From an optimization exercise on the open Yosys and OpenROAD flow, aimed at small area; shortcuts taken in it are not production practice. The RTL was checked by simulation tests, not by an equivalence proof against the original design. Power is estimated from default activity; no workload was simulated.

Setup of job 980:
## datapath
module datapath
#(
    parameter logic [31:0] RESET_PC = datapath_pkg::c_RESET_PC
)
(
    input  logic        clk,
    input  logic        reset,
    input  logic [31:0] instr,
    input  logic [31:0] read_data,
    output logic [31:0] pc,
    output logic [31:0] addr_data,
    output logic [31:0] write_data,
    output logic        we
);
==> flow/config.mk <==
export PLATFORM = sky130hd
export DESIGN_NAME = datapath
export DESIGN_NICKNAME = datapath
export VERILOG_FILES = /design/flow/design.v
export SDC_FILE = /design/flow/constraint.sdc
export NUM_CORES = 8
export LEC_CHECK = 0
export CAP_MARGIN = 5
export CORE_MARGIN = 2
export CORE_UTILIZATION = 40
export SLEW_MARGIN = 5
export SYNTH_HIERARCHICAL = 1
==> flow/constraint.sdc <==
create_clock -name core_clock -period 12.0 [get_ports {clk}]
set_input_delay 2.4000 -clock core_clock [delete_from_list [all_inputs] [get_ports {clk}]]
set_output_delay 2.4000 -clock core_clock [all_outputs]
set_load 0.01 [all_outputs]
standard.sh (not shown) runs the stock make flow with config.mk's settings and CLKGATE_MAP_FILE= SYNTH_SCRIPT=/design/flow/synth_recipe.tcl, a recipe that flattens the netlist after the stock synthesis.
==> flow/flow/run.sh <==
#!/bin/bash
# Own layout flow: the standard ORFS flow (standard.sh), with three changes
# to how the layout is made:
#  - after floorplanning, combinational cells that synthesis upsized go back
#    to drive strength 1, and inverters become inv_2, which has the same area
#    (flow/downsize.tcl); placement's repair then resizes or buffers where a
#    net needs it,
#  - the port buffers are buf_1 instead of the default delay-cell buffer,
#  - the clock tree uses clkbuf_4 buffers on small sink clusters and no
#    dummy loads.
# Synthesis, floorplan, tap cells, power grid, placement, routing and
# finishing are otherwise the standard flow's. Each ORFS step writes its own
# log under orfs/logs/; make's own output goes to flow_make.log here.
set -euo pipefail
export POST_FLOORPLAN_TCL="$PWD/flow/downsize.tcl"
export BUFFER_PORTS_ARGS="-buffer_cell sky130_fd_sc_hd__buf_1"
export CTS_ARGS="-sink_clustering_enable -repair_clock_nets -dont_use_dummy_load -buf_list sky130_fd_sc_hd__clkbuf_4 -sink_clustering_size 8 -sink_clustering_max_diameter 50"
bash standard.sh > flow_make.log 2>&1
==> flow/flow/downsize.tcl <==
# Swap every combinational cell that synthesis gave a drive strength above 1
# for the drive-1 cell of the same function (inverters become inv_2, which has
# the area of inv_1); the placement-stage repair
# resizes or buffers again where a net needs the drive.
set db [ord::get_db]
set n 0
set inv2 [$db findMaster sky130_fd_sc_hd__inv_2]
foreach inst [[ord::get_db_block] getInsts] {
  set m [[$inst getMaster] getName]
  if {![regexp {^(sky130_fd_sc_hd__[a-z0-9]+)_([0-9]+)$} $m -> base drv]} { continue }
  # inv_2 has the area of inv_1 and twice its drive
  if {$base eq "sky130_fd_sc_hd__inv"} {
    if {$drv != 2 && ![catch {replace_cell [$inst getName] sky130_fd_sc_hd__inv_2}]} { incr n }
    continue
  }
  if {$drv <= 1} { continue }
  if {[regexp {df|dl|edf|sdf|conb|tap|fill|decap|clk|diode} $base]} { continue }
  set new "${base}_1"
  if {[$db findMaster $new] == "NULL"} { continue }
  if {[catch {replace_cell [$inst getName] $new}]} { continue }
  incr n
}
puts "downsize hook: swapped $n cells to drive 1"
For job 120, these inputs were changed with respect to job 980:
--- a/flow/flow/run.sh
+++ b/flow/flow/run.sh
@@ -8,3 +8,3 @@
 #  - the port buffers are buf_1 instead of the default delay-cell buffer,
-#  - the clock tree uses clkbuf_4 buffers on small sink clusters and no
+#  - the clock tree uses clkbuf_8 buffers on clusters of up to 16 sinks and no
 #    dummy loads.
@@ -16,3 +16,3 @@
 export BUFFER_PORTS_ARGS="-buffer_cell sky130_fd_sc_hd__buf_1"
-export CTS_ARGS="-sink_clustering_enable -repair_clock_nets -dont_use_dummy_load -buf_list sky130_fd_sc_hd__clkbuf_4 -sink_clustering_size 8 -sink_clustering_max_diameter 50"
+export CTS_ARGS="-sink_clustering_enable -repair_clock_nets -dont_use_dummy_load -buf_list sky130_fd_sc_hd__clkbuf_8 -sink_clustering_size 16 -sink_clustering_max_diameter 100"
 bash standard.sh > flow_make.log 2>&1
Results
Diff job 980 -> job 120: worst path setup slack after routing -0.048 ns, source-to-sink clock delay at the later pin of the worst-skew pair -0.22 ns, final cell count -45.
For the total power, job 120 came in 1.6% lower than job 980 did.
Comparing job 120 and job 980, the lower signed area change from the synthesized netlist to the final layout was measured on job 120.
Transition time of the tightest slew-check pin | job 120 above job 980
On maximum achievable frequency: job 120 sits below job 980.

datapath, a different RTL version from the one above (not shown whole).
Size in the first run: ~1800 cells after synthesis, ~510 flip-flops, roughly 160 I/O pins, roughly 0.026 mm² of cells after synthesis.
Design datapath, start of the top module:
module datapath
#(
    parameter logic [31:0] RESET_PC = datapath_pkg::c_RESET_PC
)
(
    input  logic        clk,
    input  logic        reset,
    input  logic [31:0] instr,
    input  logic [31:0] read_data,
    output logic [31:0] pc,
    output logic [31:0] addr_data,
    output logic [31:0] write_data,
    output logic        we
);
    logic [1:0]  w_op;
    logic        w_imm;
    logic [3:0]  w_cmd;
    logic [3:0]  w_rn;
    logic [3:0]  w_rd;
    logic [3:0]  w_rm;
    logic        w_up;
    logic        w_load;
    assign w_op   = instr[27:26];
    assign w_imm  = instr[25];
    assign w_cmd  = instr[24:21];
    assign w_up   = instr[23];
    assign w_load = instr[20];
    assign w_rn   = instr[19:16];
    assign w_rd   = instr[15:12];
    assign w_rm   = instr[3:0];
    logic w_is_dp, w_is_mem, w_is_br;
    assign w_is_dp  = (w_op == datapath_pkg::c_OP_DP);
    assign w_is_mem = (w_op == datapath_pkg::c_OP_MEM);
    assign w_is_br  = (w_op == datapath_pkg::c_OP_BR);
    logic w_cmd_add, w_cmd_sub, w_cmd_and, w_cmd_orr, w_cmd_mov;
  ...
clock: 12.0 ns
lec_check: 0
cap_margin: 0
core_margin: 2
core_utilization: 40
slew_margin: 0
synth_hierarchical: 1
==> flow/flow/run.sh <==
#!/bin/bash
# Own layout flow: the standard ORFS flow (standard.sh), with two changes
# to how the layout is made:
#  - the port buffers are buf_1 instead of the default delay-cell buffer,
#  - the clock tree uses clkbuf_4 buffers on small sink clusters and no
#    dummy loads.
# Synthesis, floorplan, tap cells, power grid, placement, routing and
# finishing are the standard flow's. Each ORFS step writes its own log under
# orfs/logs/; make's own output goes to flow_make.log here.
set -euo pipefail
export BUFFER_PORTS_ARGS="-buffer_cell sky130_fd_sc_hd__buf_1"
export CTS_ARGS="-sink_clustering_enable -repair_clock_nets -dont_use_dummy_load -buf_list sky130_fd_sc_hd__clkbuf_4 -sink_clustering_size 8 -sink_clustering_max_diameter 50"
bash standard.sh > flow_make.log 2>&1
The starting point produced a clean layout.
Edit:
--- a/flow/flow/run.sh
+++ b/flow/flow/run.sh
@@ -10,4 +10,4 @@
 set -euo pipefail
 export BUFFER_PORTS_ARGS="-buffer_cell sky130_fd_sc_hd__buf_1"
-export CTS_ARGS="-sink_clustering_enable -repair_clock_nets -dont_use_dummy_load -buf_list sky130_fd_sc_hd__clkbuf_4 -sink_clustering_size 8 -sink_clustering_max_diameter 50"
+export CTS_ARGS="-sink_clustering_enable -repair_clock_nets -dont_use_dummy_load -buf_list sky130_fd_sc_hd__clkbuf_4 -sink_clustering_size 9 -sink_clustering_max_diameter 55"
 bash standard.sh > flow_make.log 2>&1
What happened: The new run finished clean; wire length hardly moves; area after synthesis is unchanged; setup slack loses 0.070 ns; via count rose slightly; synthesized cell count does not change; combinational power barely changes; clock skew fell by 0.023 ns; hold slack barely changes; sequential power barely changes; design area hardly moves.

-- separate check: timing with driven ports --
The flow's constraints put no driver on any port. The routed layouts listed below were extracted and timed again, unchanged, in two steps. Step 1, drivers: a clkbuf_16 drives clk and a buf_2 each remaining input, both assumed. Step 2, shift: input delay + t, output delay - t, t = (earliest + latest rising clock arrival at the registers) / 2. This alone moves slack from input paths to output paths. a / b / c = no drivers / after step 1 / after step 2; a / b = the first two.
| run | t (ns) | setup slack, ns | slew at the worst register clock pin (ns) |
|---|---|---|---|
| job 980 | 0.915 | 1.141 / 1.112 / 1.112 | 0.11 / 0.11 |
| job 120 | 0.718 | 1.093 / 1.066 / 1.066 | 0.12 / 0.12 |
| the first run of note 2 | 0.918 | 0.938 / 0.874 / 0.874 | 0.11 / 0.11 |
| the second run of note 2 | 0.903 | 0.868 / 0.802 / 0.802 | 0.12 / 0.12 |
After both steps setup and hold are still met in every run listed. The setup slack of the second run of note 2, which loses most, moves by -0.066 ns with the drivers and by -0.066 ns with both steps.
